Background: an optimization exercise with open tools, aiming at small area, a short achievable clock period and few clock cycles per item. Do not read the settings as production practice.
Only simulation tests tie the RTL to the original design; equivalence was not proved.

<file path="run.sh">
#!/bin/bash
# synth_recipe.tcl (not shown) runs the flow's synth.tcl, then flattens the netlist and writes it again
# the make line also repeats each setting of config.mk as NAME=value (left out here)
make -C /OpenROAD-flow-scripts/flow DESIGN_CONFIG=/design/flow/config.mk WORK_HOME=/design/flow/orfs CLKGATE_MAP_FILE= SYNTH_SCRIPT=/design/flow/synth_recipe.tcl finish
</file>
<file path="config.mk">
export PLATFORM = sky130hd
export DESIGN_NAME = gregorian_day_number_convert_top
export DESIGN_NICKNAME = gregorian_day_number_convert_top
export VERILOG_FILES = /design/flow/design.v
export SDC_FILE = /design/flow/constraint.sdc
export NUM_CORES = 4
export LEC_CHECK = 0
export CAP_MARGIN = 20
export CORE_MARGIN = 2
export CORE_UTILIZATION = 60
export CTS_BUF_LIST = sky130_fd_sc_hd__clkbuf_8
export CTS_CLUSTER_SIZE = 50
export PLACE_DENSITY = 0.75
export SETUP_SLACK_MARGIN = 4.4
export SLEW_MARGIN = 20
</file>
<file path="constraint.sdc">
create_clock -name core_clock -period 9.0 [get_ports {clk}]
set_input_delay 1.8000 -clock core_clock [delete_from_list [all_inputs] [get_ports {clk}]]
set_output_delay 1.8000 -clock core_clock [all_outputs]
set_load 0.01 [all_outputs]
</file>
<file path="design.v">
package gdn_pkg;
    localparam int NUM_MIN = 306;
    localparam int NUM_MAX = 3652364;
    function automatic logic [3:0] fwd_month_index(input logic [3:0] month);
        logic [3:0] r;
        case (month)
            4'd0:    r = 4'd9;
            4'd1:    r = 4'd10;
            4'd2:    r = 4'd11;
            4'd13:   r = 4'd10;
            4'd14:   r = 4'd11;
            4'd15:   r = 4'd0;
            default: r = month - 4'd3;
        endcase
        fwd_month_index = r;
    endfunction
    function automatic logic [8:0] month_offset(input logic [3:0] mi);
        logic [8:0] r;
        case (mi)
            4'd0:    r = 9'd0;
            4'd1:    r = 9'd31;
            4'd2:    r = 9'd61;
            4'd3:    r = 9'd92;
            4'd4:    r = 9'd122;
            4'd5:    r = 9'd153;
            4'd6:    r = 9'd184;
            4'd7:    r = 9'd214;
            4'd8:    r = 9'd245;
            4'd9:    r = 9'd275;
            4'd10:   r = 9'd306;
            4'd11:   r = 9'd337;
            default: r = 9'd0;
        endcase
        month_offset = r;
    endfunction
    function automatic logic [3:0] month_index(input logic [8:0] ddd);
        logic [3:0] mi;
        mi = 4'd0;
        for (int k = 1; k < 12; k++)
        begin
            if (ddd >= month_offset(4'(k)))
            begin
                mi = mi + 4'd1;
            end
        end
        month_index = mi;
    endfunction
endpackage
module gdn_est (
    input  logic [21:0] n,
    output logic [13:0] est
);
    wire e_w1;
    wire e_w2;
    assign e_w1 = n[7] ^ n[9];
    assign e_w2 = n[7] & n[9];
    wire e_w3;
    wire e_w4;
    assign e_w3 = n[8] ^ n[10];
    assign e_w4 = n[8] & n[10];
    wire e_w5;
    wire e_w6;
    assign e_w5 = n[9] ^ n[11] ^ n[12];
    assign e_w6 = (n[9] & n[11]) | (n[9] & n[12]) | (n[11] & n[12]);
    wire e_w7;
    wire e_w8;
    assign e_w7 = n[10] ^ n[12];
    assign e_w8 = n[10] & n[12];
    wire e_w9;
    wire e_w10;
    assign e_w9 = n[6] ^ n[8] ^ n[9];
    assign e_w10 = (n[6] & n[8]) | (n[6] & n[9]) | (n[8] & n[9]);
    wire e_w11;
    wire e_w12;
    assign e_w11 = e_w1 ^ n[10] ^ n[12];
    assign e_w12 = (e_w1 & n[10]) | (e_w1 & n[12]) | (n[10] & n[12]);
    wire e_w13;
    wire e_w14;
    assign e_w13 = ~n[15] ^ ~n[18];
    assign e_w14 = ~n[15] & ~n[18];
    wire e_w15;
    wire e_w16;
    assign e_w15 = e_w2 ^ e_w3 ^ n[11];
    assign e_w16 = (e_w2 & e_w3) | (e_w2 & n[11]) | (e_w3 & n[11]);
    wire e_w17;
    wire e_w18;
    assign e_w17 = n[13] ^ ~n[16] ^ n[19];
    assign e_w18 = (n[13] & ~n[16]) | (n[13] & n[19]) | (~n[16] & n[19]);
    wire e_w19;
    wire e_w20;
    assign e_w19 = e_w4 ^ e_w5 ^ n[14];
    assign e_w20 = (e_w4 & e_w5) | (e_w4 & n[14]) | (e_w5 & n[14]);
    wire e_w21;
    wire e_w22;
    assign e_w21 = ~n[17] ^ ~n[20] ^ ~n[19];
    assign e_w22 = (~n[17] & ~n[20]) | (~n[17] & ~n[19]) | (~n[20] & ~n[19]);
    wire e_w23;
    wire e_w24;
    assign e_w23 = e_w6 ^ e_w7 ^ n[13];
    assign e_w24 = (e_w6 & e_w7) | (e_w6 & n[13]) | (e_w7 & n[13]);
    wire e_w25;
    wire e_w26;
    assign e_w25 = n[15] ^ ~n[18] ^ ~n[21];
    assign e_w26 = (n[15] & ~n[18]) | (n[15] & ~n[21]) | (~n[18] & ~n[21]);
    wire e_w27;
    wire e_w28;
    assign e_w27 = e_w8 ^ n[11] ^ n[13];
    assign e_w28 = (e_w8 & n[11]) | (e_w8 & n[13]) | (n[11] & n[13]);
    wire e_w29;
    wire e_w30;
    assign e_w29 = n[14] ^ n[16] ^ n[19];
    assign e_w30 = (n[14] & n[16]) | (n[14] & n[19]) | (n[16] & n[19]);
    wire e_w31;
    wire e_w32;
    assign e_w31 = n[12] ^ n[14] ^ n[15];
    assign e_w32 = (n[12] & n[14]) | (n[12] & n[15]) | (n[14] & n[15]);
    wire e_w33;
    wire e_w34;
    assign e_w33 = n[17] ^ ~n[20] ^ n[19];
    assign e_w34 = (n[17] & ~n[20]) | (n[17] & n[19]) | (~n[20] & n[19]);
    wire e_w35;
    wire e_w36;
    assign e_w35 = n[13] ^ n[15] ^ n[16];
    assign e_w36 = (n[13] & n[15]) | (n[13] & n[16]) | (n[15] & n[16]);
    wire e_w37;
    wire e_w38;
    assign e_w37 = n[18] ^ ~n[21] ^ n[19];
    assign e_w38 = (n[18] & ~n[21]) | (n[18] & n[19]) | (~n[21] & n[19]);
    wire e_w39;
    wire e_w40;
    assign e_w39 = n[14] ^ n[16] ^ n[17];
    assign e_w40 = (n[14] & n[16]) | (n[14] & n[17]) | (n[16] & n[17]);
    wire e_w41;
    wire e_w42;
    assign e_w41 = n[19] ^ ~n[19];
    assign e_w42 = n[19] & ~n[19];
    wire e_w43;
    wire e_w44;
    assign e_w43 = n[15] ^ n[17] ^ n[18];
    assign e_w44 = (n[15] & n[17]) | (n[15] & n[18]) | (n[17] & n[18]);
    wire e_w45;
    wire e_w46;
    assign e_w45 = n[16] ^ n[18] ^ n[19];
    assign e_w46 = (n[16] & n[18]) | (n[16] & n[19]) | (n[18] & n[19]);
    wire e_w47;
    wire e_w48;
    assign e_w47 = n[17] ^ n[19];
    assign e_w48 = n[17] & n[19];
    wire e_w49;
    wire e_w50;
    assign e_w49 = n[18] ^ n[20];
    assign e_w50 = n[18] & n[20];
    wire e_w51;
    wire e_w52;
    assign e_w51 = e_w9 ^ n[11];
    assign e_w52 = e_w9 & n[11];
    wire e_w53;
    wire e_w54;
    assign e_w53 = e_w10 ^ e_w11 ^ e_w13;
    assign e_w54 = (e_w10 & e_w11) | (e_w10 & e_w13) | (e_w11 & e_w13);
    wire e_w55;
    wire e_w56;
    assign e_w55 = e_w12 ^ e_w14 ^ e_w15;
    assign e_w56 = (e_w12 & e_w14) | (e_w12 & e_w15) | (e_w14 & e_w15);
    wire e_w57;
    wire e_w58;
    assign e_w57 = e_w16 ^ e_w18 ^ e_w19;
    assign e_w58 = (e_w16 & e_w18) | (e_w16 & e_w19) | (e_w18 & e_w19);
    wire e_w59;
    wire e_w60;
    assign e_w59 = e_w20 ^ e_w22 ^ e_w23;
    assign e_w60 = (e_w20 & e_w22) | (e_w20 & e_w23) | (e_w22 & e_w23);
    wire e_w61;
    wire e_w62;
    assign e_w61 = e_w24 ^ e_w26 ^ e_w27;
    assign e_w62 = (e_w24 & e_w26) | (e_w24 & e_w27) | (e_w26 & e_w27);
    wire e_w63;
    wire e_w64;
    assign e_w63 = e_w28 ^ e_w30 ^ e_w31;
    assign e_w64 = (e_w28 & e_w30) | (e_w28 & e_w31) | (e_w30 & e_w31);
    wire e_w65;
    wire e_w66;
    assign e_w65 = e_w32 ^ e_w34 ^ e_w35;
    assign e_w66 = (e_w32 & e_w34) | (e_w32 & e_w35) | (e_w34 & e_w35);
    wire e_w67;
    wire e_w68;
    assign e_w67 = e_w36 ^ e_w38 ^ e_w39;
    assign e_w68 = (e_w36 & e_w38) | (e_w36 & e_w39) | (e_w38 & e_w39);
    wire e_w69;
    wire e_w70;
    assign e_w69 = e_w40 ^ e_w42 ^ e_w43;
    assign e_w70 = (e_w40 & e_w42) | (e_w40 & e_w43) | (e_w42 & e_w43);
    wire e_w71;
    wire e_w72;
    assign e_w71 = e_w44 ^ e_w45 ^ n[21];
    assign e_w72 = (e_w44 & e_w45) | (e_w44 & n[21]) | (e_w45 & n[21]);
    wire e_w73;
    wire e_w74;
    assign e_w73 = e_w46 ^ e_w47 ^ n[20];
    assign e_w74 = (e_w46 & e_w47) | (e_w46 & n[20]) | (e_w47 & n[20]);
    wire e_w75;
    wire e_w76;
    assign e_w75 = e_w48 ^ e_w49 ^ n[21];
    assign e_w76 = (e_w48 & e_w49) | (e_w48 & n[21]) | (e_w49 & n[21]);
    wire e_w77;
    wire e_w78;
    assign e_w77 = e_w50 ^ n[19] ^ n[21];
    assign e_w78 = (e_w50 & n[19]) | (e_w50 & n[21]) | (n[19] & n[21]);
    wire e_w79;
    wire e_w80;
    assign e_w79 = e_w51 ^ ~n[14];
    assign e_w80 = e_w51 & ~n[14];
    wire e_w81;
    wire e_w82;
    assign e_w81 = e_w52 ^ e_w53 ^ ~n[17];
    assign e_w82 = (e_w52 & e_w53) | (e_w52 & ~n[17]) | (e_w53 & ~n[17]);
    wire e_w83;
    wire e_w84;
    assign e_w83 = e_w54 ^ e_w55 ^ e_w17;
    assign e_w84 = (e_w54 & e_w55) | (e_w54 & e_w17) | (e_w55 & e_w17);
    wire e_w85;
    wire e_w86;
    assign e_w85 = e_w56 ^ e_w57 ^ e_w21;
    assign e_w86 = (e_w56 & e_w57) | (e_w56 & e_w21) | (e_w57 & e_w21);
    wire e_w87;
    wire e_w88;
    assign e_w87 = e_w58 ^ e_w59 ^ e_w25;
    assign e_w88 = (e_w58 & e_w59) | (e_w58 & e_w25) | (e_w59 & e_w25);
    wire e_w89;
    wire e_w90;
    assign e_w89 = e_w60 ^ e_w61 ^ e_w29;
    assign e_w90 = (e_w60 & e_w61) | (e_w60 & e_w29) | (e_w61 & e_w29);
    wire e_w91;
    wire e_w92;
    assign e_w91 = e_w62 ^ e_w63 ^ e_w33;
    assign e_w92 = (e_w62 & e_w63) | (e_w62 & e_w33) | (e_w63 & e_w33);
    wire e_w93;
    wire e_w94;
    assign e_w93 = e_w64 ^ e_w65 ^ e_w37;
    assign e_w94 = (e_w64 & e_w65) | (e_w64 & e_w37) | (e_w65 & e_w37);
    wire e_w95;
    wire e_w96;
    assign e_w95 = e_w66 ^ e_w67 ^ e_w41;
    assign e_w96 = (e_w66 & e_w67) | (e_w66 & e_w41) | (e_w67 & e_w41);
    wire e_w97;
    wire e_w98;
    assign e_w97 = e_w68 ^ e_w69 ^ ~n[20];
    assign e_w98 = (e_w68 & e_w69) | (e_w68 & ~n[20]) | (e_w69 & ~n[20]);
    wire e_w99;
    wire e_w100;
    assign e_w99 = e_w70 ^ e_w71 ^ ~n[20];
    assign e_w100 = (e_w70 & e_w71) | (e_w70 & ~n[20]) | (e_w71 & ~n[20]);
    wire e_w101;
    wire e_w102;
    assign e_w101 = e_w72 ^ e_w73 ^ ~n[20];
    assign e_w102 = (e_w72 & e_w73) | (e_w72 & ~n[20]) | (e_w73 & ~n[20]);
    wire e_w103;
    wire e_w104;
    assign e_w103 = e_w74 ^ e_w75 ^ ~n[20];
    assign e_w104 = (e_w74 & e_w75) | (e_w74 & ~n[20]) | (e_w75 & ~n[20]);
    wire e_w105;
    wire e_w106;
    assign e_w105 = e_w76 ^ e_w77 ^ ~n[20];
    assign e_w106 = (e_w76 & e_w77) | (e_w76 & ~n[20]) | (e_w77 & ~n[20]);
    wire e_w107;
    wire e_w108;
    assign e_w107 = e_w78 ^ n[20] ^ ~n[20];
    assign e_w108 = (e_w78 & n[20]) | (e_w78 & ~n[20]) | (n[20] & ~n[20]);
    wire e_w109;
    wire e_w110;
    assign e_w109 = n[21] ^ ~n[20];
    assign e_w110 = n[21] & ~n[20];
    wire [16:0] e_a = {e_w110, e_w108, e_w106, e_w104, e_w102, e_w100, e_w98, e_w96, e_w94, e_w92, e_w90, e_w88, e_w86, e_w84, e_w82, e_w80, e_w79};
    wire [16:0] e_b = {~n[20], e_w109, e_w107, e_w105, e_w103, e_w101, e_w99, e_w97, e_w95, e_w93, e_w91, e_w89, e_w87, e_w85, e_w83, e_w81, n[17]};
    wire [16:0] e;
    assign e = e_a + e_b;
    assign est = e[16:3];
endmodule
module gdn_q (
    input  logic [13:0] y,
    output logic [6:0] q
);
    wire c_w1;
    wire c_w2;
    assign c_w1 = y[3] ^ y[6];
    assign c_w2 = y[3] & y[6];
    wire c_w3;
    wire c_w4;
    assign c_w3 = y[2] ^ y[4] ^ y[7];
    assign c_w4 = (y[2] & y[4]) | (y[2] & y[7]) | (y[4] & y[7]);
    wire c_w5;
    wire c_w6;
    assign c_w5 = y[3] ^ y[5] ^ y[8];
    assign c_w6 = (y[3] & y[5]) | (y[3] & y[8]) | (y[5] & y[8]);
    wire c_w7;
    wire c_w8;
    assign c_w7 = y[4] ^ y[6];
    assign c_w8 = y[4] & y[6];
    wire c_w9;
    wire c_w10;
    assign c_w9 = y[5] ^ y[7] ^ y[10];
    assign c_w10 = (y[5] & y[7]) | (y[5] & y[10]) | (y[7] & y[10]);
    wire c_w11;
    wire c_w12;
    assign c_w11 = y[6] ^ y[8] ^ y[11];
    assign c_w12 = (y[6] & y[8]) | (y[6] & y[11]) | (y[8] & y[11]);
    wire c_w13;
    wire c_w14;
    assign c_w13 = y[7] ^ y[9] ^ y[12];
    assign c_w14 = (y[7] & y[9]) | (y[7] & y[12]) | (y[9] & y[12]);
    wire c_w15;
    wire c_w16;
    assign c_w15 = y[8] ^ y[10] ^ y[13];
    assign c_w16 = (y[8] & y[10]) | (y[8] & y[13]) | (y[10] & y[13]);
    wire c_w17;
    wire c_w18;
    assign c_w17 = y[9] ^ y[11];
    assign c_w18 = y[9] & y[11];
    wire c_w19;
    wire c_w20;
    assign c_w19 = y[10] ^ y[12];
    assign c_w20 = y[10] & y[12];
    wire c_w21;
    wire c_w22;
    assign c_w21 = y[11] ^ y[13];
    assign c_w22 = y[11] & y[13];
    wire c_w23;
    wire c_w24;
    assign c_w23 = y[2] ^ y[5];
    assign c_w24 = y[2] & y[5];
    wire c_w25;
    wire c_w26;
    assign c_w25 = c_w1 ^ ~y[11] ^ ~y[10];
    assign c_w26 = (c_w1 & ~y[11]) | (c_w1 & ~y[10]) | (~y[11] & ~y[10]);
    wire c_w27;
    wire c_w28;
    assign c_w27 = c_w2 ^ c_w3 ^ ~y[12];
    assign c_w28 = (c_w2 & c_w3) | (c_w2 & ~y[12]) | (c_w3 & ~y[12]);
    wire c_w29;
    wire c_w30;
    assign c_w29 = c_w4 ^ c_w5 ^ ~y[13];
    assign c_w30 = (c_w4 & c_w5) | (c_w4 & ~y[13]) | (c_w5 & ~y[13]);
    wire c_w31;
    wire c_w32;
    assign c_w31 = c_w6 ^ c_w7 ^ ~y[9];
    assign c_w32 = (c_w6 & c_w7) | (c_w6 & ~y[9]) | (c_w7 & ~y[9]);
    wire c_w33;
    wire c_w34;
    assign c_w33 = c_w8 ^ c_w9 ^ ~y[9];
    assign c_w34 = (c_w8 & c_w9) | (c_w8 & ~y[9]) | (c_w9 & ~y[9]);
    wire c_w35;
    wire c_w36;
    assign c_w35 = c_w10 ^ c_w11 ^ ~y[9];
    assign c_w36 = (c_w10 & c_w11) | (c_w10 & ~y[9]) | (c_w11 & ~y[9]);
    wire c_w37;
    wire c_w38;
    assign c_w37 = c_w12 ^ c_w13 ^ ~y[9];
    assign c_w38 = (c_w12 & c_w13) | (c_w12 & ~y[9]) | (c_w13 & ~y[9]);
    wire c_w39;
    wire c_w40;
    assign c_w39 = c_w14 ^ c_w15 ^ ~y[9];
    assign c_w40 = (c_w14 & c_w15) | (c_w14 & ~y[9]) | (c_w15 & ~y[9]);
    wire c_w41;
    wire c_w42;
    assign c_w41 = c_w16 ^ c_w17 ^ ~y[9];
    assign c_w42 = (c_w16 & c_w17) | (c_w16 & ~y[9]) | (c_w17 & ~y[9]);
    wire c_w43;
    wire c_w44;
    assign c_w43 = c_w18 ^ c_w19 ^ ~y[9];
    assign c_w44 = (c_w18 & c_w19) | (c_w18 & ~y[9]) | (c_w19 & ~y[9]);
    wire c_w45;
    wire c_w46;
    assign c_w45 = c_w20 ^ c_w21 ^ ~y[9];
    assign c_w46 = (c_w20 & c_w21) | (c_w20 & ~y[9]) | (c_w21 & ~y[9]);
    wire c_w47;
    wire c_w48;
    assign c_w47 = c_w22 ^ y[12] ^ ~y[9];
    assign c_w48 = (c_w22 & y[12]) | (c_w22 & ~y[9]) | (y[12] & ~y[9]);
    wire c_w49;
    wire c_w50;
    assign c_w49 = y[13] ^ ~y[9];
    assign c_w50 = y[13] & ~y[9];
    wire [13:0] c_a = {c_w48, c_w46, c_w44, c_w42, c_w40, c_w38, c_w36, c_w34, c_w32, c_w30, c_w28, c_w26, c_w24, c_w23};
    wire [13:0] c_b = {c_w49, c_w47, c_w45, c_w43, c_w41, c_w39, c_w37, c_w35, c_w33, c_w31, c_w29, c_w27, c_w25, y[10]};
    wire [13:0] c;
    assign c = c_a + c_b;
    assign q = c[13:7];
endmodule
module gdn_s (
    input  logic [9:0] a,
    input  logic [13:0] y,
    output logic [16:0] s
);
    wire s_w1;
    wire s_w2;
    assign s_w1 = a[2] ^ y[2];
    assign s_w2 = a[2] & y[2];
    wire s_w3;
    wire s_w4;
    assign s_w3 = a[3] ^ y[3] ^ y[1];
    assign s_w4 = (a[3] & y[3]) | (a[3] & y[1]) | (y[3] & y[1]);
    wire s_w5;
    wire s_w6;
    assign s_w5 = a[4] ^ y[4] ^ y[2];
    assign s_w6 = (a[4] & y[4]) | (a[4] & y[2]) | (y[4] & y[2]);
    wire s_w7;
    wire s_w8;
    assign s_w7 = a[5] ^ y[5] ^ y[3];
    assign s_w8 = (a[5] & y[5]) | (a[5] & y[3]) | (y[5] & y[3]);
    wire s_w9;
    wire s_w10;
    assign s_w9 = a[6] ^ y[6] ^ y[4];
    assign s_w10 = (a[6] & y[6]) | (a[6] & y[4]) | (y[6] & y[4]);
    wire s_w11;
    wire s_w12;
    assign s_w11 = a[7] ^ y[7] ^ y[5];
    assign s_w12 = (a[7] & y[7]) | (a[7] & y[5]) | (y[7] & y[5]);
    wire s_w13;
    wire s_w14;
    assign s_w13 = a[8] ^ y[8] ^ y[6];
    assign s_w14 = (a[8] & y[8]) | (a[8] & y[6]) | (y[8] & y[6]);
    wire s_w15;
    wire s_w16;
    assign s_w15 = a[9] ^ y[9] ^ y[7];
    assign s_w16 = (a[9] & y[9]) | (a[9] & y[7]) | (y[9] & y[7]);
    wire s_w17;
    wire s_w18;
    assign s_w17 = y[10] ^ y[8];
    assign s_w18 = y[10] & y[8];
    wire s_w19;
    wire s_w20;
    assign s_w19 = y[11] ^ y[9];
    assign s_w20 = y[11] & y[9];
    wire s_w21;
    wire s_w22;
    assign s_w21 = a[0] ^ y[0];
    assign s_w22 = a[0] & y[0];
    wire s_w23;
    wire s_w24;
    assign s_w23 = a[1] ^ y[1] ^ y[3];
    assign s_w24 = (a[1] & y[1]) | (a[1] & y[3]) | (y[1] & y[3]);
    wire s_w25;
    wire s_w26;
    assign s_w25 = s_w1 ^ y[0] ^ y[4];
    assign s_w26 = (s_w1 & y[0]) | (s_w1 & y[4]) | (y[0] & y[4]);
    wire s_w27;
    wire s_w28;
    assign s_w27 = s_w2 ^ s_w3 ^ y[5];
    assign s_w28 = (s_w2 & s_w3) | (s_w2 & y[5]) | (s_w3 & y[5]);
    wire s_w29;
    wire s_w30;
    assign s_w29 = s_w4 ^ s_w5 ^ y[6];
    assign s_w30 = (s_w4 & s_w5) | (s_w4 & y[6]) | (s_w5 & y[6]);
    wire s_w31;
    wire s_w32;
    assign s_w31 = s_w6 ^ s_w7 ^ y[7];
    assign s_w32 = (s_w6 & s_w7) | (s_w6 & y[7]) | (s_w7 & y[7]);
    wire s_w33;
    wire s_w34;
    assign s_w33 = s_w8 ^ s_w9 ^ y[8];
    assign s_w34 = (s_w8 & s_w9) | (s_w8 & y[8]) | (s_w9 & y[8]);
    wire s_w35;
    wire s_w36;
    assign s_w35 = s_w10 ^ s_w11 ^ y[9];
    assign s_w36 = (s_w10 & s_w11) | (s_w10 & y[9]) | (s_w11 & y[9]);
    wire s_w37;
    wire s_w38;
    assign s_w37 = s_w12 ^ s_w13 ^ y[10];
    assign s_w38 = (s_w12 & s_w13) | (s_w12 & y[10]) | (s_w13 & y[10]);
    wire s_w39;
    wire s_w40;
    assign s_w39 = s_w14 ^ s_w15 ^ y[11];
    assign s_w40 = (s_w14 & s_w15) | (s_w14 & y[11]) | (s_w15 & y[11]);
    wire s_w41;
    wire s_w42;
    assign s_w41 = s_w16 ^ s_w17 ^ y[12];
    assign s_w42 = (s_w16 & s_w17) | (s_w16 & y[12]) | (s_w17 & y[12]);
    wire s_w43;
    wire s_w44;
    assign s_w43 = s_w18 ^ s_w19 ^ y[13];
    assign s_w44 = (s_w18 & s_w19) | (s_w18 & y[13]) | (s_w19 & y[13]);
    wire s_w45;
    wire s_w46;
    assign s_w45 = s_w20 ^ y[12] ^ y[10];
    assign s_w46 = (s_w20 & y[12]) | (s_w20 & y[10]) | (y[12] & y[10]);
    wire s_w47;
    wire s_w48;
    assign s_w47 = y[13] ^ y[11];
    assign s_w48 = y[13] & y[11];
    wire [16:0] s_a = {1'b0, y[13], s_w48, s_w46, s_w44, s_w42, s_w40, s_w38, s_w36, s_w34, s_w32, s_w30, s_w28, s_w26, s_w24, s_w22, s_w21};
    wire [16:0] s_b = {1'b0, 1'b0, y[12], s_w47, s_w45, s_w43, s_w41, s_w39, s_w37, s_w35, s_w33, s_w31, s_w29, s_w27, s_w25, s_w23, y[2]};
    assign s = s_a + s_b;
endmodule
module gdn_z (
    input  logic t,
    input  logic [16:0] s,
    input  logic [13:0] y,
    input  logic [6:0] q,
    output logic [21:0] z
);
    wire z_w1;
    wire z_w2;
    assign z_w1 = y[0] ^ y[1];
    assign z_w2 = y[0] & y[1];
    wire z_w3;
    wire z_w4;
    assign z_w3 = y[1] ^ y[2];
    assign z_w4 = y[1] & y[2];
    wire z_w5;
    wire z_w6;
    assign z_w5 = y[0] ^ y[2] ^ y[3];
    assign z_w6 = (y[0] & y[2]) | (y[0] & y[3]) | (y[2] & y[3]);
    wire z_w7;
    wire z_w8;
    assign z_w7 = y[5] ^ s[8];
    assign z_w8 = y[5] & s[8];
    wire z_w9;
    wire z_w10;
    assign z_w9 = y[1] ^ y[3] ^ y[4];
    assign z_w10 = (y[1] & y[3]) | (y[1] & y[4]) | (y[3] & y[4]);
    wire z_w11;
    wire z_w12;
    assign z_w11 = y[6] ^ s[9] ^ ~s[7];
    assign z_w12 = (y[6] & s[9]) | (y[6] & ~s[7]) | (s[9] & ~s[7]);
    wire z_w13;
    wire z_w14;
    assign z_w13 = y[2] ^ y[4] ^ y[5];
    assign z_w14 = (y[2] & y[4]) | (y[2] & y[5]) | (y[4] & y[5]);
    wire z_w15;
    wire z_w16;
    assign z_w15 = y[7] ^ s[10] ^ ~s[7];
    assign z_w16 = (y[7] & s[10]) | (y[7] & ~s[7]) | (s[10] & ~s[7]);
    wire z_w17;
    wire z_w18;
    assign z_w17 = y[3] ^ y[5] ^ y[6];
    assign z_w18 = (y[3] & y[5]) | (y[3] & y[6]) | (y[5] & y[6]);
    wire z_w19;
    wire z_w20;
    assign z_w19 = y[8] ^ s[11] ^ ~s[7];
    assign z_w20 = (y[8] & s[11]) | (y[8] & ~s[7]) | (s[11] & ~s[7]);
    wire z_w21;
    wire z_w22;
    assign z_w21 = y[4] ^ y[6] ^ y[7];
    assign z_w22 = (y[4] & y[6]) | (y[4] & y[7]) | (y[6] & y[7]);
    wire z_w23;
    wire z_w24;
    assign z_w23 = y[9] ^ s[12] ^ ~s[7];
    assign z_w24 = (y[9] & s[12]) | (y[9] & ~s[7]) | (s[12] & ~s[7]);
    wire z_w25;
    wire z_w26;
    assign z_w25 = y[5] ^ y[7] ^ y[8];
    assign z_w26 = (y[5] & y[7]) | (y[5] & y[8]) | (y[7] & y[8]);
    wire z_w27;
    wire z_w28;
    assign z_w27 = y[10] ^ s[13] ^ ~s[7];
    assign z_w28 = (y[10] & s[13]) | (y[10] & ~s[7]) | (s[13] & ~s[7]);
    wire z_w29;
    wire z_w30;
    assign z_w29 = y[6] ^ y[8] ^ y[9];
    assign z_w30 = (y[6] & y[8]) | (y[6] & y[9]) | (y[8] & y[9]);
    wire z_w31;
    wire z_w32;
    assign z_w31 = y[11] ^ s[14] ^ ~s[7];
    assign z_w32 = (y[11] & s[14]) | (y[11] & ~s[7]) | (s[14] & ~s[7]);
    wire z_w33;
    wire z_w34;
    assign z_w33 = y[7] ^ y[9] ^ y[10];
    assign z_w34 = (y[7] & y[9]) | (y[7] & y[10]) | (y[9] & y[10]);
    wire z_w35;
    wire z_w36;
    assign z_w35 = y[12] ^ s[15] ^ ~s[7];
    assign z_w36 = (y[12] & s[15]) | (y[12] & ~s[7]) | (s[15] & ~s[7]);
    wire z_w37;
    wire z_w38;
    assign z_w37 = y[8] ^ y[10] ^ y[11];
    assign z_w38 = (y[8] & y[10]) | (y[8] & y[11]) | (y[10] & y[11]);
    wire z_w39;
    wire z_w40;
    assign z_w39 = y[13] ^ s[16] ^ ~s[7];
    assign z_w40 = (y[13] & s[16]) | (y[13] & ~s[7]) | (s[16] & ~s[7]);
    wire z_w41;
    wire z_w42;
    assign z_w41 = y[9] ^ y[11] ^ y[12];
    assign z_w42 = (y[9] & y[11]) | (y[9] & y[12]) | (y[11] & y[12]);
    wire z_w43;
    wire z_w44;
    assign z_w43 = y[10] ^ y[12];
    assign z_w44 = y[10] & y[12];
    wire z_w45;
    wire z_w46;
    assign z_w45 = s[0] ^ t;
    assign z_w46 = s[0] & t;
    wire z_w47;
    wire z_w48;
    assign z_w47 = s[1] ^ q[3];
    assign z_w48 = s[1] & q[3];
    wire z_w49;
    wire z_w50;
    assign z_w49 = s[2] ^ q[4];
    assign z_w50 = s[2] & q[4];
    wire z_w51;
    wire z_w52;
    assign z_w51 = y[0] ^ s[3] ^ q[5];
    assign z_w52 = (y[0] & s[3]) | (y[0] & q[5]) | (s[3] & q[5]);
    wire z_w53;
    wire z_w54;
    assign z_w53 = y[1] ^ s[4] ^ q[6];
    assign z_w54 = (y[1] & s[4]) | (y[1] & q[6]) | (s[4] & q[6]);
    wire z_w55;
    wire z_w56;
    assign z_w55 = y[0] ^ y[2] ^ s[5];
    assign z_w56 = (y[0] & y[2]) | (y[0] & s[5]) | (y[2] & s[5]);
    wire z_w57;
    wire z_w58;
    assign z_w57 = z_w1 ^ y[3] ^ s[6];
    assign z_w58 = (z_w1 & y[3]) | (z_w1 & s[6]) | (y[3] & s[6]);
    wire z_w59;
    wire z_w60;
    assign z_w59 = z_w2 ^ z_w3 ^ y[4];
    assign z_w60 = (z_w2 & z_w3) | (z_w2 & y[4]) | (z_w3 & y[4]);
    wire z_w61;
    wire z_w62;
    assign z_w61 = z_w4 ^ z_w5 ^ z_w7;
    assign z_w62 = (z_w4 & z_w5) | (z_w4 & z_w7) | (z_w5 & z_w7);
    wire z_w63;
    wire z_w64;
    assign z_w63 = z_w6 ^ z_w8 ^ z_w9;
    assign z_w64 = (z_w6 & z_w8) | (z_w6 & z_w9) | (z_w8 & z_w9);
    wire z_w65;
    wire z_w66;
    assign z_w65 = z_w10 ^ z_w12 ^ z_w13;
    assign z_w66 = (z_w10 & z_w12) | (z_w10 & z_w13) | (z_w12 & z_w13);
    wire z_w67;
    wire z_w68;
    assign z_w67 = z_w14 ^ z_w16 ^ z_w17;
    assign z_w68 = (z_w14 & z_w16) | (z_w14 & z_w17) | (z_w16 & z_w17);
    wire z_w69;
    wire z_w70;
    assign z_w69 = z_w18 ^ z_w20 ^ z_w21;
    assign z_w70 = (z_w18 & z_w20) | (z_w18 & z_w21) | (z_w20 & z_w21);
    wire z_w71;
    wire z_w72;
    assign z_w71 = z_w22 ^ z_w24 ^ z_w25;
    assign z_w72 = (z_w22 & z_w24) | (z_w22 & z_w25) | (z_w24 & z_w25);
    wire z_w73;
    wire z_w74;
    assign z_w73 = z_w26 ^ z_w28 ^ z_w29;
    assign z_w74 = (z_w26 & z_w28) | (z_w26 & z_w29) | (z_w28 & z_w29);
    wire z_w75;
    wire z_w76;
    assign z_w75 = z_w30 ^ z_w32 ^ z_w33;
    assign z_w76 = (z_w30 & z_w32) | (z_w30 & z_w33) | (z_w32 & z_w33);
    wire z_w77;
    wire z_w78;
    assign z_w77 = z_w34 ^ z_w36 ^ z_w37;
    assign z_w78 = (z_w34 & z_w36) | (z_w34 & z_w37) | (z_w36 & z_w37);
    wire z_w79;
    wire z_w80;
    assign z_w79 = z_w38 ^ z_w40 ^ z_w41;
    assign z_w80 = (z_w38 & z_w40) | (z_w38 & z_w41) | (z_w40 & z_w41);
    wire z_w81;
    wire z_w82;
    assign z_w81 = z_w42 ^ z_w43 ^ y[13];
    assign z_w82 = (z_w42 & z_w43) | (z_w42 & y[13]) | (z_w43 & y[13]);
    wire z_w83;
    wire z_w84;
    assign z_w83 = z_w44 ^ y[11] ^ y[13];
    assign z_w84 = (z_w44 & y[11]) | (z_w44 & y[13]) | (y[11] & y[13]);
    wire z_w85;
    wire z_w86;
    assign z_w85 = z_w45 ^ q[2];
    assign z_w86 = z_w45 & q[2];
    wire z_w87;
    wire z_w88;
    assign z_w87 = z_w46 ^ z_w47 ^ ~q[1];
    assign z_w88 = (z_w46 & z_w47) | (z_w46 & ~q[1]) | (z_w47 & ~q[1]);
    wire z_w89;
    wire z_w90;
    assign z_w89 = z_w48 ^ z_w49 ^ ~q[2];
    assign z_w90 = (z_w48 & z_w49) | (z_w48 & ~q[2]) | (z_w49 & ~q[2]);
    wire z_w91;
    wire z_w92;
    assign z_w91 = z_w50 ^ z_w51 ^ ~q[3];
    assign z_w92 = (z_w50 & z_w51) | (z_w50 & ~q[3]) | (z_w51 & ~q[3]);
    wire z_w93;
    wire z_w94;
    assign z_w93 = z_w52 ^ z_w53 ^ ~q[4];
    assign z_w94 = (z_w52 & z_w53) | (z_w52 & ~q[4]) | (z_w53 & ~q[4]);
    wire z_w95;
    wire z_w96;
    assign z_w95 = z_w54 ^ z_w55 ^ ~q[5];
    assign z_w96 = (z_w54 & z_w55) | (z_w54 & ~q[5]) | (z_w55 & ~q[5]);
    wire z_w97;
    wire z_w98;
    assign z_w97 = z_w56 ^ z_w57 ^ ~q[6];
    assign z_w98 = (z_w56 & z_w57) | (z_w56 & ~q[6]) | (z_w57 & ~q[6]);
    wire z_w99;
    wire z_w100;
    assign z_w99 = z_w58 ^ z_w59 ^ ~s[7];
    assign z_w100 = (z_w58 & z_w59) | (z_w58 & ~s[7]) | (z_w59 & ~s[7]);
    wire z_w101;
    wire z_w102;
    assign z_w101 = z_w60 ^ z_w61 ^ ~s[7];
    assign z_w102 = (z_w60 & z_w61) | (z_w60 & ~s[7]) | (z_w61 & ~s[7]);
    wire z_w103;
    wire z_w104;
    assign z_w103 = z_w62 ^ z_w63 ^ z_w11;
    assign z_w104 = (z_w62 & z_w63) | (z_w62 & z_w11) | (z_w63 & z_w11);
    wire z_w105;
    wire z_w106;
    assign z_w105 = z_w64 ^ z_w65 ^ z_w15;
    assign z_w106 = (z_w64 & z_w65) | (z_w64 & z_w15) | (z_w65 & z_w15);
    wire z_w107;
    wire z_w108;
    assign z_w107 = z_w66 ^ z_w67 ^ z_w19;
    assign z_w108 = (z_w66 & z_w67) | (z_w66 & z_w19) | (z_w67 & z_w19);
    wire z_w109;
    wire z_w110;
    assign z_w109 = z_w68 ^ z_w69 ^ z_w23;
    assign z_w110 = (z_w68 & z_w69) | (z_w68 & z_w23) | (z_w69 & z_w23);
    wire z_w111;
    wire z_w112;
    assign z_w111 = z_w70 ^ z_w71 ^ z_w27;
    assign z_w112 = (z_w70 & z_w71) | (z_w70 & z_w27) | (z_w71 & z_w27);
    wire z_w113;
    wire z_w114;
    assign z_w113 = z_w72 ^ z_w73 ^ z_w31;
    assign z_w114 = (z_w72 & z_w73) | (z_w72 & z_w31) | (z_w73 & z_w31);
    wire z_w115;
    wire z_w116;
    assign z_w115 = z_w74 ^ z_w75 ^ z_w35;
    assign z_w116 = (z_w74 & z_w75) | (z_w74 & z_w35) | (z_w75 & z_w35);
    wire z_w117;
    wire z_w118;
    assign z_w117 = z_w76 ^ z_w77 ^ z_w39;
    assign z_w118 = (z_w76 & z_w77) | (z_w76 & z_w39) | (z_w77 & z_w39);
    wire z_w119;
    wire z_w120;
    assign z_w119 = z_w78 ^ z_w79 ^ ~s[7];
    assign z_w120 = (z_w78 & z_w79) | (z_w78 & ~s[7]) | (z_w79 & ~s[7]);
    wire z_w121;
    wire z_w122;
    assign z_w121 = z_w80 ^ z_w81 ^ ~s[7];
    assign z_w122 = (z_w80 & z_w81) | (z_w80 & ~s[7]) | (z_w81 & ~s[7]);
    wire z_w123;
    wire z_w124;
    assign z_w123 = z_w82 ^ z_w83 ^ ~s[7];
    assign z_w124 = (z_w82 & z_w83) | (z_w82 & ~s[7]) | (z_w83 & ~s[7]);
    wire z_w125;
    wire z_w126;
    assign z_w125 = z_w84 ^ y[12] ^ ~s[7];
    assign z_w126 = (z_w84 & y[12]) | (z_w84 & ~s[7]) | (y[12] & ~s[7]);
    wire z_w127;
    wire z_w128;
    assign z_w127 = y[13] ^ ~s[7];
    assign z_w128 = y[13] & ~s[7];
    wire [21:0] z_a = {z_w126, z_w124, z_w122, z_w120, z_w118, z_w116, z_w114, z_w112, z_w110, z_w108, z_w106, z_w104, z_w102, z_w100, z_w98, z_w96, z_w94, z_w92, z_w90, z_w88, z_w86, z_w85};
    wire [21:0] z_b = {z_w127, z_w125, z_w123, z_w121, z_w119, z_w117, z_w115, z_w113, z_w111, z_w109, z_w107, z_w105, z_w103, z_w101, z_w99, z_w97, z_w95, z_w93, z_w91, z_w89, z_w87, ~q[0]};
    assign z = z_a + z_b;
endmodule
module gregorian_day_number_convert_top (
    input  logic         clk,
    input  logic         rst_n,
    input  logic         req_valid,
    output logic         req_ready,
    input  logic         req_type,
    input  logic [13:0]  year_in,
    input  logic [3:0]   month_in,
    input  logic [4:0]   day_in,
    input  logic [21:0]  number_in,
    output logic         rsp_valid,
    input  logic         rsp_ready,
    output logic [21:0]  number_out,
    output logic [13:0]  year_out,
    output logic [3:0]   month_out,
    output logic [4:0]   day_out,
    output logic         range_error
);
    logic        v1_reg, v2_reg, v3_reg, v4_reg, v5_reg;
    logic        en;
    logic        s1_typ_reg;
    logic        s1_err_reg;
    logic [22:0] s1_w_reg;
    logic        s2_typ_reg;
    logic        s2_err_reg;
    logic [13:0] s2_y_reg;
    logic [9:0]  s2_a_reg;
    logic        s3_typ_reg;
    logic        s3_err_reg;
    logic [13:0] s3_y_reg;
    logic [16:0] s3_s_reg;
    logic [6:0]  s3_q_reg;
    logic        s4_typ_reg;
    logic        s4_err_reg;
    logic        s4_leap_reg;
    logic [1:0]  s4_yh_reg;
    logic [21:0] s4_p_reg;
    logic        s5_num_reg;
    logic        s5_date_reg;
    logic        s5_err_reg;
    logic [22:0] s5_p_reg;
    assign en = !v5_reg || rsp_ready;
    assign req_ready = en;
    assign rsp_valid = v5_reg;
    always_ff @(posedge clk or negedge rst_n)
    begin
        if (!rst_n)
        begin
            v1_reg <= 1'b0;
            v2_reg <= 1'b0;
            v3_reg <= 1'b0;
            v4_reg <= 1'b0;
            v5_reg <= 1'b0;
        end
        else if (en)
        begin
            v1_reg <= req_valid;
            v2_reg <= v1_reg;
            v3_reg <= v2_reg;
            v4_reg <= v3_reg;
            v5_reg <= v4_reg;
        end
    end
    logic [3:0]  a_mi;
    logic        a_wrap;
    logic [13:0] a_yf;
    logic        a_late;
    logic        a_ferr;
    logic        a_gbad;
    always_comb
    begin
        a_mi = gdn_pkg::fwd_month_index(month_in);
        a_wrap = (a_mi >= 4'd10);
        a_yf = year_in - 14'(a_wrap);
        a_late = (a_mi == 4'd11) || ((a_mi == 4'd10) && (day_in != 5'd0));
        if (a_wrap)
        begin
            a_ferr = (year_in == 14'd0) || (year_in > 14'd10000)
                  || ((year_in == 14'd10000) && a_late) || ((year_in == 14'd1) && !a_late);
        end
        else
        begin
            a_ferr = (year_in > 14'd9999) || ((year_in == 14'd9999) && a_late)
                  || ((year_in == 14'd0) && !a_late);
        end
        a_gbad = (number_in < 22'(gdn_pkg::NUM_MIN)) || (number_in > 22'(gdn_pkg::NUM_MAX));
    end
    always_ff @(posedge clk)
    begin
        if (en)
        begin
            s1_typ_reg <= req_type;
            s1_err_reg <= req_type ? a_gbad : a_ferr;
            s1_w_reg <= req_type ? {1'b0, number_in} : {a_yf, a_mi, day_in};
        end
    end
    logic [13:0] b_est;
    logic [3:0]  b_mi;
    logic [8:0]  b_mo;
    logic [8:0]  b_off;
    assign b_mi = s1_w_reg[8:5];
    assign b_mo = (b_mi == 4'd1) ? 9'd31 : (b_mi == 4'd2) ? 9'd61 : (b_mi == 4'd3) ? 9'd92
                : (b_mi == 4'd4) ? 9'd122 : (b_mi == 4'd5) ? 9'd153 : (b_mi == 4'd6) ? 9'd184
                : (b_mi == 4'd7) ? 9'd214 : (b_mi == 4'd8) ? 9'd245 : (b_mi == 4'd9) ? 9'd275
                : (b_mi == 4'd10) ? 9'd306 : (b_mi == 4'd11) ? 9'd337 : 9'd0;
    assign b_off = b_mo + 9'(s1_w_reg[4:0]);
    gdn_est u_est (.n(s1_w_reg[21:0]), .est(b_est));
    always_ff @(posedge clk)
    begin
        if (en)
        begin
            s2_typ_reg <= s1_typ_reg;
            s2_err_reg <= s1_err_reg;
            s2_y_reg <= s1_typ_reg ? b_est : s1_w_reg[22:9];
            s2_a_reg <= s1_typ_reg ? ~s1_w_reg[9:0] : {1'b0, b_off};
        end
    end
    logic [6:0]  c_q;
    logic [16:0] c_s;
    gdn_q u_q (.y(s2_y_reg), .q(c_q));
    gdn_s u_s (.a(s2_a_reg), .y(s2_y_reg), .s(c_s));
    always_ff @(posedge clk)
    begin
        if (en)
        begin
            s3_typ_reg <= s2_typ_reg;
            s3_err_reg <= s2_err_reg;
            s3_y_reg <= s2_y_reg;
            s3_s_reg <= c_s;
            s3_q_reg <= c_q;
        end
    end
    logic [21:0] m_z;
    logic [4:0]  m_rem25;
    logic        m_leap;
    gdn_z u_z (.t(s3_typ_reg), .s(s3_s_reg), .y(s3_y_reg), .q(s3_q_reg), .z(m_z));
    always_comb
    begin
        m_rem25 = s3_y_reg[6:2] - 5'(s3_q_reg) * 5'd25;
        m_leap = (s3_y_reg[1:0] == 2'd0) && ((m_rem25 != 5'd0) || (s3_q_reg[1:0] == 2'd0));
    end
    always_ff @(posedge clk)
    begin
        if (en)
        begin
            s4_typ_reg <= s3_typ_reg;
            s4_err_reg <= s3_err_reg;
            s4_leap_reg <= m_leap;
            s4_yh_reg <= s3_y_reg[13:12];
            s4_p_reg <= s3_typ_reg ? {s3_y_reg[11:0], m_z[9:0]} : m_z;
        end
    end
    logic        e_back;
    logic [9:0]  e_dd;
    logic        e_wrap;
    logic [8:0]  e_d;
    logic [11:0] e_ge;
    logic [11:0] e_m;
    logic [4:0]  e_k;
    logic [3:0]  e_month;
    logic [4:0]  e_day;
    logic [13:0] e_y;
    logic [13:0] e_year;
    always_comb
    begin
        e_back = !s4_p_reg[9];
        e_dd = ~s4_p_reg[9:0];
        e_d = e_dd[8:0] + (e_back ? 9'd365 + 9'(s4_leap_reg) : 9'd0);
        e_wrap = e_back ? (e_dd[8:0] >= (s4_leap_reg ? 9'd452 : 9'd453))
                        : (e_dd >= 10'd306);
        for (int k = 0; k < 12; k++)
        begin
            e_ge[k] = (e_d >= gdn_pkg::month_offset(4'(k)));
        end
        for (int k = 0; k < 11; k++)
        begin
            e_m[k] = e_ge[k] && !e_ge[k + 1];
        end
        e_m[11] = e_ge[11];
        e_k = 5'd0;
        e_month = 4'd0;
        for (int k = 0; k < 12; k++)
        begin
            e_k = e_k | ({5{e_m[k]}} & 5'(9'd1 - gdn_pkg::month_offset(4'(k))));
            e_month = e_month | ({4{e_m[k]}} & 4'((k + 2) % 12 + 1));
        end
        e_day = e_d[4:0] + e_k;
        e_y = {s4_yh_reg, s4_p_reg[21:10]};
        e_year = e_y + {{13{e_back && !e_wrap}}, e_back != e_wrap};
    end
    always_ff @(posedge clk)
    begin
        if (en)
        begin
            s5_num_reg <= !s4_typ_reg && !s4_err_reg;
            s5_date_reg <= s4_typ_reg && !s4_err_reg;
            s5_err_reg <= s4_err_reg;
            s5_p_reg <= s4_typ_reg ? {e_year, e_month, e_day} : {1'b0, s4_p_reg};
        end
    end
    assign range_error = s5_err_reg;
    assign number_out = s5_num_reg ? s5_p_reg[21:0] : 22'd0;
    assign year_out = s5_date_reg ? s5_p_reg[22:9] : 14'd0;
    assign month_out = s5_date_reg ? s5_p_reg[8:5] : 4'd0;
    assign day_out = s5_date_reg ? s5_p_reg[4:0] : 5'd0;
endmodule
</file>
==> run notes <==
==> cell families after synthesis <==
group           synth area share [%]
simple gates                    11.7
fa+ha+maj                       31.2
compound gates                  12.6
buf+inv                         6.12
flops                           29.8
xor+xnor                        5.80
mux                             2.82
==> metal layers <==
metal / GRT usage [%] / vias to the layer above
li1: - / 5249
met1: 27.5 / 5196
met2: 46.6 / 293
met3: 3.12 / 82
met4: 11.9 / 0
met5: 0 / -
==> final cells by class <==
cell class                      instances  area [um2]
Tap cell                              324         405
Timing Repair Buffer                  129        1220
Multi-Input combinational cell       1059        9820
Clock inverter                         13         148
Fill cell                            1777        7270
Sequential cell                       149        4450
Inverter                              216         818
Clock buffer                           19         262
==> cells in the final DEF, fill, tap and decap left out, types with 29 or more instances in the layout <==
master / n
sky130_fd_sc_hd__nand2_1: 88
sky130_fd_sc_hd__a21oi_1: 66
sky130_fd_sc_hd__a21o_1: 29
sky130_fd_sc_hd__o21ai_0: 69
sky130_fd_sc_hd__buf_4: 31
sky130_fd_sc_hd__edfxtp_1: 144
sky130_fd_sc_hd__ha_1: 148
sky130_fd_sc_hd__xnor2_1: 66
sky130_fd_sc_hd__and2_1: 53
sky130_fd_sc_hd__clkdlybuf4s50_1: 94
sky130_fd_sc_hd__nor2_1: 74
sky130_fd_sc_hd__fa_1: 139
sky130_fd_sc_hd__inv_1: 210
==> worst paths after layout <==
kind                       slack, ns  cells past startpoint            to
setup / recovery                4.50                     14  s4_p_reg[21]
hold / removal                  0.43                      0    s3_typ_reg
setup reg to reg                4.50                     14  s4_p_reg[21]
hold reg to reg                 0.43                      0    s3_typ_reg
max in group asynchronous       7.27                      1        v4_reg
min in group asynchronous       1.54                      1        v1_reg
==> stage by stage <==
step | hold slack (ns) | area [um2] | setup WS (ns) | utilization [%]
after floorplan | 0.400 | 14900 | 4.45 | -
after global placement | 0.403 | 16200 | 3.62 | 66.6
after detailed placement | 0.405 | 16200 | 3.60 | 66.6
after CTS | 0.429 | 16800 | 4.38 | 69.0
after global routing | 0.442 | 17100 | 4.31 | 70.2
final | 0.426 | 17100 | 4.50 | 70.2
==> timing repair <==
action | in CTS | in global routing
resized for setup | 16 | 34
buffers inserted | 10 | 16
pin swaps | 3 | 10
cloned | 2 | 0
setup endpoints to repair | 15 | 16
==> run notes <==
* Outcome: timing/DRC/antenna clean
- Total length of routed met2 wires: 16.6 mm
- After synthesis the netlist holds a flip-flop and latch count of ~150.
* Most common cell in the synthesized netlist: sky130_fd_sc_hd__inv_1
- Distinct cell type count after synthesis: 80
- STA classifies the critical path endpoint as a register.
- After synthesis, the cell types taking the most area are sky130_fd_sc_hd__edfxtp_1 (29%), sky130_fd_sc_hd__fa_1 (19%), sky130_fd_sc_hd__ha_1 (12%).
* Max-slew violation count: 0
- Among all flip-flop cells after synthesis, the most frequent one is sky130_fd_sc_hd__edfxtp_1.
* # nets final: 1910
- Number of top-level pins: 98
- After detailed routing, the number of remaining DRC violations is 0.
- Average instance area after synthesis: 10.3 um2
* Min Clock Period, post-route: ~4.5 ns
- Via count of the routed design: 10.8k
- Uppermost layer routed: met4
- Antenna violations before repair: 0
* # Max-Cap Violations: 0
- Total buffers and inverters traversed by the critical path: 2
- The startpoint identified for the worst register-to-register timing path is s3_y_reg[4].
- Counting every instance in the synthesized netlist gives 1447.
- The count of endpoints failing hold in the final timing report came to 0.
- Async S/R FF share, synth: roughly 3.4%
* Data required time at the worst endpoint: 9.23 ns
- Adding up every negative setup slack in the final design gives 0 ns.
* Core box area: 24400 um2
- Full die area: 26100 um2
- CTS saw 149 sinks.
- Family with the most delay on the worst path: adder cells
* Global Route Usage Sum: 24.7%
- The initial utilization of the core area, before any placement, comes to 61.2%.
- The first global-routing pass estimated 51.7 mm of wire.
* Final period utilization: 50.0%
* Wire length on met1: 12.1 mm
- On the worst path, the slowest cell contributes a delay of around 0.58 ns.
- First-pass detailed-route iteration total: 5
- In this run the worst path has a maximum fanout of 7.
- In this run the remaining antenna-violating nets after routing total 0.
* Row cnt: 57
* Share of layout cells above drive strength 1: 9.78%
- CTS root buffer: sky130_fd_sc_hd__clkbuf_8
- Buffers placed on the I/O ports in this run total between 90 and 100.
- Buffers inserted to repair hold after CTS numbered 0.
- Relative to the synthesized area, the layout overhead comes to 14.8%.
- After clock tree synthesis, the clock-pin slew on the worst setup and hold paths is around 0.1 ns.
* CTS tree: done
- The HPWL after detailed placement is 24.3 mm.
* Startpoint type of the worst setup path: register
* Synth Net Count: 1785
- The worst hold path belongs to the class register to register.
- Summed over its instances, the top area cell type makes up 29.0% of the synthesized netlist area.
- Counting tap cells, the placed design contains a total of 1849 instances.
- Via-to-Cell Ratio: 5.67
- 0 antenna diodes ended up in the layout.
- From left edge to right edge, the die measures roughly 160 um.
* Total number of yosys warnings: 1
* Launch point of the worst path: s3_y_reg[4]
- Setup-failing EPs final: 0
- After the first detailed-routing iteration, the DRC count stood at 546.
- For this design, the slowest cell found on the critical path is sky130_fd_sc_hd__fa_1.
- Worst Path Arrival: 4.73 ns
* Number of buffers on the longest clock path: 2
* Post-detailed-route wirelength per cell: roughly 16 um
- Worst Min Path Start: s2_typ_reg
- Setup clock skew after layout: 0.0200 ns
* Global-route congestion overflow total: 0
- RSZ-0062 raised after global routing: true
* Met3 WL: approximately 1.1 mm
- From bottom edge to top edge, the die measures 162 um.
- Among the stages of the critical path, the cell type that occurs most often is sky130_fd_sc_hd__fa_1.
- EDFF count, synth: 144
- Global placer's final weighted congestion: 0.921
* Relative slew slack: between 40% and 50%
* Largest net degree at the start of global routing: 91
- Maximum clock rate: 0.222 GHz
* Most instantiated cells after synthesis: sky130_fd_sc_hd__inv_1 (215), sky130_fd_sc_hd__ha_1 (149), sky130_fd_sc_hd__edfxtp_1 (144)
- The number of clock buffers added by TritonCTS is 17.
- Sequential share of the synthesized area: 29.8%
- Critical setup path kind: register to register
* Post-Syn Area: between 10000 and 15000 um2
- Slew at the pin closest to its max-slew limit: between 0.8 and 0.9 ns
* CTS HTree Levels: 4
- Walking the worst path, the cells encountered are clkinvlp_4 > fa_1 > inv_1 > fa_1 > fa_1 > ha_1 > a21oi_2 > o21ai_0 > a31oi_1 > o41ai_4 > a41oi_2 > a2111oi_4 > o21a_1 > o31a_1.
- Once layout is complete, the cells apart from fillers number approximately 1.9k.
* Total wire length: 31.2 mm
- The later pin in the worst-skew pair is clocked with a latency of 0.47 ns.
* Via count of the first global-routing pass: 11.1k
* Area leader, netlist: sky130_fd_sc_hd__edfxtp_1
Testbench counts, summed over its fixed seeds: cycles 12,040, items 12,000.

[what the ideal ports hide]
The flow's constraints put no driver on any port. The routed layout listed below was extracted and timed again, unchanged, in two steps.
Step 1, drivers: a clkbuf_16 drives clk and a buf_2 each remaining input, both assumed.
Step 2, shift: input delay + t, output delay - t, t = (earliest + latest rising clock arrival at the registers) / 2. This alone moves slack from input paths to output paths.
a / b / c = no drivers / after step 1 / after step 2; a / b = the first two.
shift t [ns]: 0.503
slack for setup (ns): 4.498 / 4.498 / 4.059
hold WS [ns]: 0.426 / 0.426 / 0.426
After both steps this run still meets setup and hold. The setup slack of this run moves by 0.000 ns with the drivers and by -0.439 ns with both steps.
